This design comes from an exercise in tuning for small area on the open sky130 flow, not from production work. RTL that was checked went through simulation tests only; none was proved equivalent to the original. Power figures rest on the tool's default switching activity, not on a simulated workload.

==> run D: inputs <==
==> flow/design.v <==
`timescale 1ns/1ps
module gameTop (
    input  logic         slowclk,
    input  logic         arstN,
    input  logic [4:0]   buttons,
    input  logic         restartEnable,
    input  logic [1:0]   speed,
    output logic [149:0] view
);
    function automatic logic [12:0] add12(input logic [11:0] a, input logic [11:0] b, input logic ci);
        logic        c;
        logic [11:0] r;
        c = ci;
        for (int i = 0; i < 12; i++)
        begin
            r[i] = a[i] ^ b[i] ^ c;
            c    = (a[i] & b[i]) | (c & (a[i] ^ b[i]));
        end
        add12 = {c, r};
    endfunction
    function automatic logic cy12(input logic [11:0] a, input logic [11:0] b, input logic ci);
        logic c;
        c = ci;
        for (int i = 0; i < 12; i++)
            c = (a[i] & b[i]) | (c & (a[i] | b[i]));
        cy12 = c;
    endfunction
    function automatic logic cy8(input logic [7:0] a, input logic [7:0] b, input logic ci);
        logic c;
        c = ci;
        for (int i = 0; i < 8; i++)
            c = (a[i] & b[i]) | (c & (a[i] | b[i]));
        cy8 = c;
    endfunction
    function automatic logic ge12(input logic [11:0] a, input logic [11:0] b);
        ge12 = cy12(a, ~b, 1'b1);
    endfunction
    function automatic logic [11:0] dif12(input logic [11:0] b, input logic [11:0] na);
        logic [12:0] t;
        t = add12(b, na, 1'b1);
        dif12 = t[11:0];
    endfunction
    function automatic logic nearAx(input logic [11:0] d, input logic [7:0] rm1);
        logic neg;
        neg = d[11];
        nearAx = (d[11:8] == {4{neg}}) & cy8(rm1, d[7:0] ^ {8{~neg}}, ~neg);
    endfunction
    logic [10:1] pxH;
    logic [9:1]  pyH;
    logic [10:0] fx;
    logic [9:0]  fy;
    logic [10:0] c1x, c2x;
    logic [9:0]  c1y, c2y;
    logic [9:1]  w1yH, w2yH;
    logic [7:0]  score, hiscore;
    logic [10:0] spx;
    logic [9:0]  spy;
    logic [11:0] px, py, w1y, w2y;
    logic [11:0] fx12, fy12, c1x12, c1y12, c2x12, c2y12;
    assign px    = {1'b0, pxH, 1'b0};
    assign py    = {2'd0, pyH, 1'b0};
    assign w1y   = {2'd0, w1yH, 1'b0};
    assign w2y   = {2'd0, w2yH, 1'b1};
    assign fx12  = {1'b0, fx};
    assign fy12  = {2'd0, fy};
    assign c1x12 = {1'b0, c1x};
    assign c1y12 = {2'd0, c1y};
    assign c2x12 = {1'b0, c2x};
    assign c2y12 = {2'd0, c2y};
    logic [12:0] t3s, tsz;
    logic [7:0]  size;
    logic [11:0] h;
    assign t3s  = add12({4'd0, score}, {3'd0, score, 1'b0}, 1'b0);
    assign tsz  = add12({4'd0, t3s[7:0]}, 12'd32, 1'b0);
    assign size = tsz[7:0];
    assign h    = {5'd0, size[7:1]};
    logic [12:0] t10, t8, t16, t50;
    logic [7:0]  r10m1, r8m1, r16m1, r50m1;
    assign t10   = add12(h, 12'd9, 1'b0);
    assign t8    = add12(h, 12'd7, 1'b0);
    assign t16   = add12(h, 12'd15, 1'b0);
    assign t50   = add12(h, 12'd49, 1'b0);
    assign r10m1 = t10[7:0];
    assign r8m1  = t8[7:0];
    assign r16m1 = t16[7:0];
    assign r50m1 = t50[7:0];
    logic hazards, awake1, awake2;
    assign hazards = |score[7:2];
    assign awake1  = |score;
    assign awake2  = (|score[7:3]) | (score[2] & score[1]);
    logic [11:0] d1x, d2x, d1y, d2y;
    logic [11:0] npx, npy;
    assign npx = ~px;
    assign npy = ~py;
    assign d1x = dif12(c1x12, npx);
    assign d2x = dif12(c2x12, npx);
    assign d1y = dif12(c1y12, npy);
    assign d2y = dif12(c2y12, npy);
    logic seekTouch;
    assign seekTouch = (nearAx(d1x, r10m1) & nearAx(d1y, r10m1)) |
                       (nearAx(d2x, r10m1) & nearAx(d2y, r10m1));
    logic        pSel;
    logic [11:0] ex, ey;
    assign pSel = ge12(px, 12'd676);
    assign ex   = dif12(pSel ? 12'd1000 : 12'd350, npx);
    assign ey   = dif12(pSel ? w2y : w1y, npy);
    logic sweepTouch;
    assign sweepTouch = hazards & nearAx(ex, r16m1) & nearAx(ey, r50m1);
    logic [12:0] pxh, pyh;
    logic wall;
    assign pxh  = add12(px, h, 1'b0);
    assign pyh  = add12(py, h, 1'b0);
    assign wall = ge12({4'd0, r10m1}, px) | ge12({4'd0, r10m1}, py) |
                  ge12(pxh[11:0], 12'd1430) | ge12(pyh[11:0], 12'd890);
    logic respawn;
    assign respawn = (buttons[0] & restartEnable) | wall | seekTouch | sweepTouch;
    logic [11:0] fdx, fdy;
    logic eat;
    assign fdx = dif12(fx12, npx);
    assign fdy = dif12(fy12, npy);
    assign eat = ~respawn & nearAx(fdx, r8m1) & nearAx(fdy, r8m1);
    logic k1r1, k1r2, k2r1, k2r2;
    assign k1r1 = ge12(c1x12, 12'd325) & ~ge12(c1x12, 12'd376);
    assign k1r2 = ge12(c1x12, 12'd975) & ~ge12(c1x12, 12'd1026);
    assign k2r1 = ge12(c2x12, 12'd325) & ~ge12(c2x12, 12'd376);
    assign k2r2 = ge12(c2x12, 12'd975) & ~ge12(c2x12, 12'd1026);
    logic [11:0] k1d, k2d;
    assign k1d = dif12(c1y12, ~(k1r2 ? w2y : w1y));
    assign k2d = dif12(c2y12, ~(k2r2 ? w2y : w1y));
    logic knock1, knock2;
    assign knock1 = hazards & (k1r1 | k1r2) & nearAx(k1d, 8'd59);
    assign knock2 = hazards & (k2r1 | k2r2) & nearAx(k2d, 8'd59);
    logic [11:0] step1, step2;
    assign step1 = {9'd0, (speed == 2'd3), speed + 2'd1};
    assign step2 = {9'd0, speed[1], ~speed[1], speed[0]};
    function automatic logic [11:0] towards(input logic [11:0] pos, input logic [11:0] d,
                                             input logic go, input logic [11:0] st);
        logic [12:0] t;
        logic        en, dn;
        en = go & (d != 12'd0);
        dn = en & ~d[11];
        t  = add12(pos, (st & {12{en}}) ^ {12{dn}}, dn);
        towards = t[11:0];
    endfunction
    logic [11:0] c1xN, c2xN, c1yN, c2yN;
    assign c1xN = towards(c1x12, d1x, awake1, step1);
    assign c1yN = towards(c1y12, d1y, awake1, step1);
    assign c2xN = towards(c2x12, d2x, awake2, step2);
    assign c2yN = towards(c2y12, d2y, awake2, step2);
    logic [12:0] pxN, pyN;
    logic        mr, ml, md, mu;
    assign mr  = buttons[1] & ~buttons[2];
    assign ml  = buttons[2] & ~buttons[1];
    assign md  = buttons[3] & ~buttons[4];
    assign mu  = buttons[4] & ~buttons[3];
    assign pxN = add12({2'd0, pxH}, {{10{ml}}, mr, mr | ml}, 1'b0);
    assign pyN = add12({3'd0, pyH}, {{10{mu}}, md, md | mu}, 1'b0);
    logic [11:0] wst;
    logic [12:0] w1N, w2N;
    logic        w1home, w2home;
    assign wst    = {9'd0, hazards, hazards & speed[1], hazards & speed[0]};
    assign w1N    = add12({3'd0, w1yH}, wst, 1'b0);
    assign w2N    = add12({3'd0, w2yH}, ~wst, 1'b1);
    assign w1home = respawn | (hazards & ge12({3'd0, w1yH}, 12'd445));
    assign w2home = respawn | (hazards & ~ge12({3'd0, w2yH}, 12'd5));
    logic [12:0] spxN, spyN;
    assign spxN = add12({1'b0, spx}, 12'd17, 1'b0);
    assign spyN = add12({2'd0, spy}, 12'd29, 1'b0);
    logic [12:0] scN, hiN;
    assign scN = add12({4'd0, score}, 12'd0, 1'b1);
    assign hiN = add12({4'd0, hiscore}, 12'd0, 1'b1);
    always_ff @(posedge slowclk or negedge arstN)
    begin
        if (!arstN)
        begin
            pxH     <= 10'd360;
            pyH     <= 9'd225;
            fx      <= 11'd700;
            fy      <= 10'd800;
            c1x     <= 11'd150;
            c1y     <= 10'd0;
            c2x     <= 11'd1250;
            c2y     <= 10'd0;
            w1yH    <= 9'd30;
            w2yH    <= 9'd419;
            score   <= 8'd0;
            hiscore <= 8'd0;
            spx     <= 11'd70;
            spy     <= 10'd70;
        end
        else
        begin
            spx <= ge12({1'b0, spx}, 12'd1401) ? 11'd70 : spxN[10:0];
            spy <= ge12({2'd0, spy}, 12'd871) ? 10'd70 : spyN[9:0];
            if (respawn)
            begin
                pxH   <= 10'd360;
                pyH   <= 9'd225;
                fx    <= 11'd700;
                fy    <= 10'd800;
                score <= 8'd0;
            end
            else
            begin
                pxH <= pxN[9:0];
                pyH <= pyN[8:0];
                if (eat)
                begin
                    fx    <= spx;
                    fy    <= spy;
                    score <= scN[7:0];
                end
            end
            if (eat && (score == hiscore))
                hiscore <= hiN[7:0];
            if (respawn || knock1)
            begin
                c1x <= 11'd150;
                c1y <= 10'd0;
            end
            else
            begin
                c1x <= c1xN[10:0];
                c1y <= c1yN[9:0];
            end
            if (respawn || knock2)
            begin
                c2x <= 11'd1250;
                c2y <= 10'd0;
            end
            else
            begin
                c2x <= c2xN[10:0];
                c2y <= c2yN[9:0];
            end
            w1yH <= w1home ? 9'd30 : w1N[8:0];
            w2yH <= w2home ? 9'd419 : w2N[8:0];
        end
    end
    assign view = {px[10:0], py[9:0], size, fx, fy, c1x, c1y, c2x, c2y,
                   11'd350, w1y[9:0], 11'd1000, w2y[9:0], score, hiscore};
endmodule
==> flow/flow/run.sh <==
#!/bin/bash
# Standard layout, with the port buffers made from the smallest plain buffer.
set -euo pipefail
bash standard.sh "BUFFER_PORTS_ARGS=-buffer_cell sky130_fd_sc_hd__buf_1" finish > flow_make.log 2>&1
==> flow/standard.sh <==
#!/bin/bash
# synth_recipe.tcl (not shown) runs the flow's synth.tcl, then flattens the netlist and writes it again
# the make line also repeats each setting of config.mk as NAME=value (left out here)
make -C /OpenROAD-flow-scripts/flow DESIGN_CONFIG=/design/flow/config.mk WORK_HOME=/design/flow/orfs CLKGATE_MAP_FILE= SYNTH_SCRIPT=/design/flow/synth_recipe.tcl "${@:-finish}"
==> flow/config.mk <==
export PLATFORM = sky130hd
export DESIGN_NAME = gameTop
export DESIGN_NICKNAME = gameTop
export VERILOG_FILES = /design/flow/design.v
export SDC_FILE = /design/flow/constraint.sdc
export NUM_CORES = 4
export LEC_CHECK = 0
export ABC_AREA = 1
export CAP_MARGIN = 20
export CORE_MARGIN = 2
export CORE_UTILIZATION = 40
export CTS_BUF_LIST = sky130_fd_sc_hd__clkbuf_8
export SLEW_MARGIN = 20
==> flow/constraint.sdc <==
create_clock -name core_clock -period 10.0 [get_ports {slowclk}]
set_input_delay 2.0000 -clock core_clock [delete_from_list [all_inputs] [get_ports {slowclk}]]
set_output_delay 2.0000 -clock core_clock [all_outputs]
set_load 0.01 [all_outputs]
==> run G (differences from run D) <==
--- a/flow/design.v
+++ b/flow/design.v
@@ -14,7 +14,7 @@
         for (int i = 0; i < 12; i++)
         begin
             r[i] = a[i] ^ b[i] ^ c;
-            c    = (a[i] & b[i]) | (c & (a[i] ^ b[i]));
+            c    = (a[i] & b[i]) | (a[i] & c) | (b[i] & c);
         end
         add12 = {c, r};
     endfunction
==> flow/flow/run.sh (replaced) <==
#!/bin/bash
# Own layout flow:
#  1. the standard synthesis, unchanged;
#  2. its combinational logic re-mapped for area with ABC (resynth.ys, area.abc);
#     every register instance stays exactly as the standard synthesis made it;
#  3. the standard layout steps on that netlist, with the port buffers made
#     from the smallest plain buffer.
# Each tool's output goes to a log file of its own in this folder.
set -euo pipefail
HERE=$(pwd)
R=$HERE/orfs/results/$FLOW_PLATFORM/gameTop/base
LIB=$FLOW_HOME/platforms/$FLOW_PLATFORM/lib/sky130_fd_sc_hd__tt_025C_1v80.lib
BP="BUFFER_PORTS_ARGS=-buffer_cell sky130_fd_sc_hd__buf_1"

bash standard.sh "$BP" synth > log_1_standard_synth.log 2>&1
cp "$R/1_2_yosys.v" "$HERE/standard_synth.v"

DU=$(for c in $(cat flow/dontuse.txt); do printf -- '-dont_use %s ' "$c"; done)
sed -e "s#@LIB@#$LIB#g" -e "s#@IN@#$HERE/standard_synth.v#" -e "s#@OUT@#$HERE/resynth.v#" \
    -e "s#@ABC@#$HERE/flow/area.abc#" -e "s#@DU@#$DU#" -e "s#@TOP@#$FLOW_TOP#g" \
    flow/resynth.ys > resynth_run.ys
yosys -l log_2_resynth.log -s resynth_run.ys > /dev/null 2>&1
cp "$HERE/resynth.v" "$R/1_2_yosys.v"
touch "$R/1_2_yosys.v"

bash standard.sh "$BP" finish > log_3_standard_layout.log 2>&1
==> flow/flow/area.abc (new file) <==
strash
dc2
dc2
dch -f
amap
mfs3 -ae
strash
dch -f
amap
mfs3 -ae
==> flow/flow/dontuse.txt (new file) <==
sky130_fd_sc_hd__probe_p_8 sky130_fd_sc_hd__probec_p_8 sky130_fd_sc_hd__lpflow_bleeder_1 sky130_fd_sc_hd__lpflow_clkbufkapwr_1 sky130_fd_sc_hd__lpflow_clkbufkapwr_16 sky130_fd_sc_hd__lpflow_clkbufkapwr_2 sky130_fd_sc_hd__lpflow_clkbufkapwr_4 sky130_fd_sc_hd__lpflow_clkbufkapwr_8 sky130_fd_sc_hd__lpflow_clkinvkapwr_1 sky130_fd_sc_hd__lpflow_clkinvkapwr_16 sky130_fd_sc_hd__lpflow_clkinvkapwr_2 sky130_fd_sc_hd__lpflow_clkinvkapwr_4 sky130_fd_sc_hd__lpflow_clkinvkapwr_8 sky130_fd_sc_hd__lpflow_decapkapwr_12 sky130_fd_sc_hd__lpflow_decapkapwr_3 sky130_fd_sc_hd__lpflow_decapkapwr_4 sky130_fd_sc_hd__lpflow_decapkapwr_6 sky130_fd_sc_hd__lpflow_decapkapwr_8 sky130_fd_sc_hd__lpflow_inputiso0n_1 sky130_fd_sc_hd__lpflow_inputiso0p_1 sky130_fd_sc_hd__lpflow_inputiso1n_1 sky130_fd_sc_hd__lpflow_inputiso1p_1 sky130_fd_sc_hd__lpflow_inputisolatch_1 sky130_fd_sc_hd__lpflow_isobufsrc_1 sky130_fd_sc_hd__lpflow_isobufsrc_16 sky130_fd_sc_hd__lpflow_isobufsrc_2 sky130_fd_sc_hd__lpflow_isobufsrc_4 sky130_fd_sc_hd__lpflow_isobufsrc_8 sky130_fd_sc_hd__lpflow_isobufsrckapwr_16 sky130_fd_sc_hd__lpflow_lsbuf_lh_hl_isowell_tap_1 sky130_fd_sc_hd__lpflow_lsbuf_lh_hl_isowell_tap_2 sky130_fd_sc_hd__lpflow_lsbuf_lh_hl_isowell_tap_4 sky130_fd_sc_hd__lpflow_lsbuf_lh_isowell_4 sky130_fd_sc_hd__lpflow_lsbuf_lh_isowell_tap_1 sky130_fd_sc_hd__lpflow_lsbuf_lh_isowell_tap_2 sky130_fd_sc_hd__lpflow_lsbuf_lh_isowell_tap_4
==> flow/flow/resynth.ys (new file) <==
# Re-map the standard synthesis's combinational logic for area; every register
# instance is kept as the standard synthesis made it (same name, same cell).
read_liberty -ignore_miss_func @LIB@
read_verilog @IN@
hierarchy -top @TOP@
setattr -mod -set keep_hierarchy 1 sky130_fd_sc_hd__df*
flatten
rename -hide w:*.*
opt -purge
abc -liberty @LIB@ @DU@ -script @ABC@
opt_clean -purge
setundef -zero
hilomap -hicell sky130_fd_sc_hd__conb_1 HI -locell sky130_fd_sc_hd__conb_1 LO
opt_clean -purge
insbuf -buf sky130_fd_sc_hd__buf_4 A X
splitnets
opt_clean -purge
select @TOP@
stat -liberty @LIB@
write_verilog -noattr -nohex -nodec -selected @OUT@
- CORE_UTILIZATION: 40 -> 60
- CTS_BUF_LIST: sky130_fd_sc_hd__clkbuf_8 -> sky130_fd_sc_hd__clkbuf_4 sky130_fd_sc_hd__clkbuf_8
==> results.txt <==
Between run G and run D, the lower non-clock buffer count is in run D (gap 15).
Between run D and run G, the lower cell count is in run D (gap about 6%, measured against run G).
Against run G, the area after synthesis of run D is larger by 14%.
Run G ran to the end with no violations. Run D passed the timing, DRC and antenna checks.
Between run D and run G, the lower clock power is in run D (gap about 7%, measured against run G).
Die area: run G is lower than run D (about 40%).
==> figures <==
item                                                           run D        run G
Result of the run                   no timing/DRC/antenna violations  no timing/DRC/antenna violations
Netlist area before placement                            0.01316 mm2  0.01156 mm2
Final standard cell area without fillers                 0.01438 mm2  0.01296 mm2
Pre-Repair DR Iteration Count                                      6            8
Switching portion of total power                              0.4794       0.5203
Tap Cells                                                        442          260
Count of buffer and inverter cells on the critical path            6            7
Iter 0 DRT Violations                                            631        1,282
Num rows                                                          66           50
Power Clock                                                 0.504 mW     0.543 mW
Tot Pwr                                                     3.075 mW     3.052 mW
Function not checked in run D: the RTL went through the layout flow alone.

[re-timing with driven ports]
The results above use ideal ports. As a check the final layouts listed here were re-extracted and re-timed, cells and wires unchanged. Step 1 (the two cells are an assumption about what drives the block):
set clk [get_ports {slowclk}]
set_driving_cell -lib_cell sky130_fd_sc_hd__clkbuf_16 $clk
set_driving_cell -lib_cell sky130_fd_sc_hd__buf_2 [delete_from_list [all_inputs] $clk]
Step 2 moves the port delays by t, midway between the first and last clock arrival at a register: inputs arrive t later, outputs are due t later. That takes back most of the time a late clock gives input paths. Three values: no drivers, after step 1, after step 2; two values: the first two.
run | shift t [ns] | setup slack, ns | hold WS [ns] | slew at the worst register clock pin (ns)
run D | 0.516 | 0.977 / 0.977 / 0.977 | 0.456 / 0.456 / 0.456 | 0.10 / 0.10
run G | 0.508 | 1.842 / 1.842 / 1.842 | 0.449 / 0.449 / 0.449 | 0.10 / 0.10
After both steps every run listed still meets setup and hold.
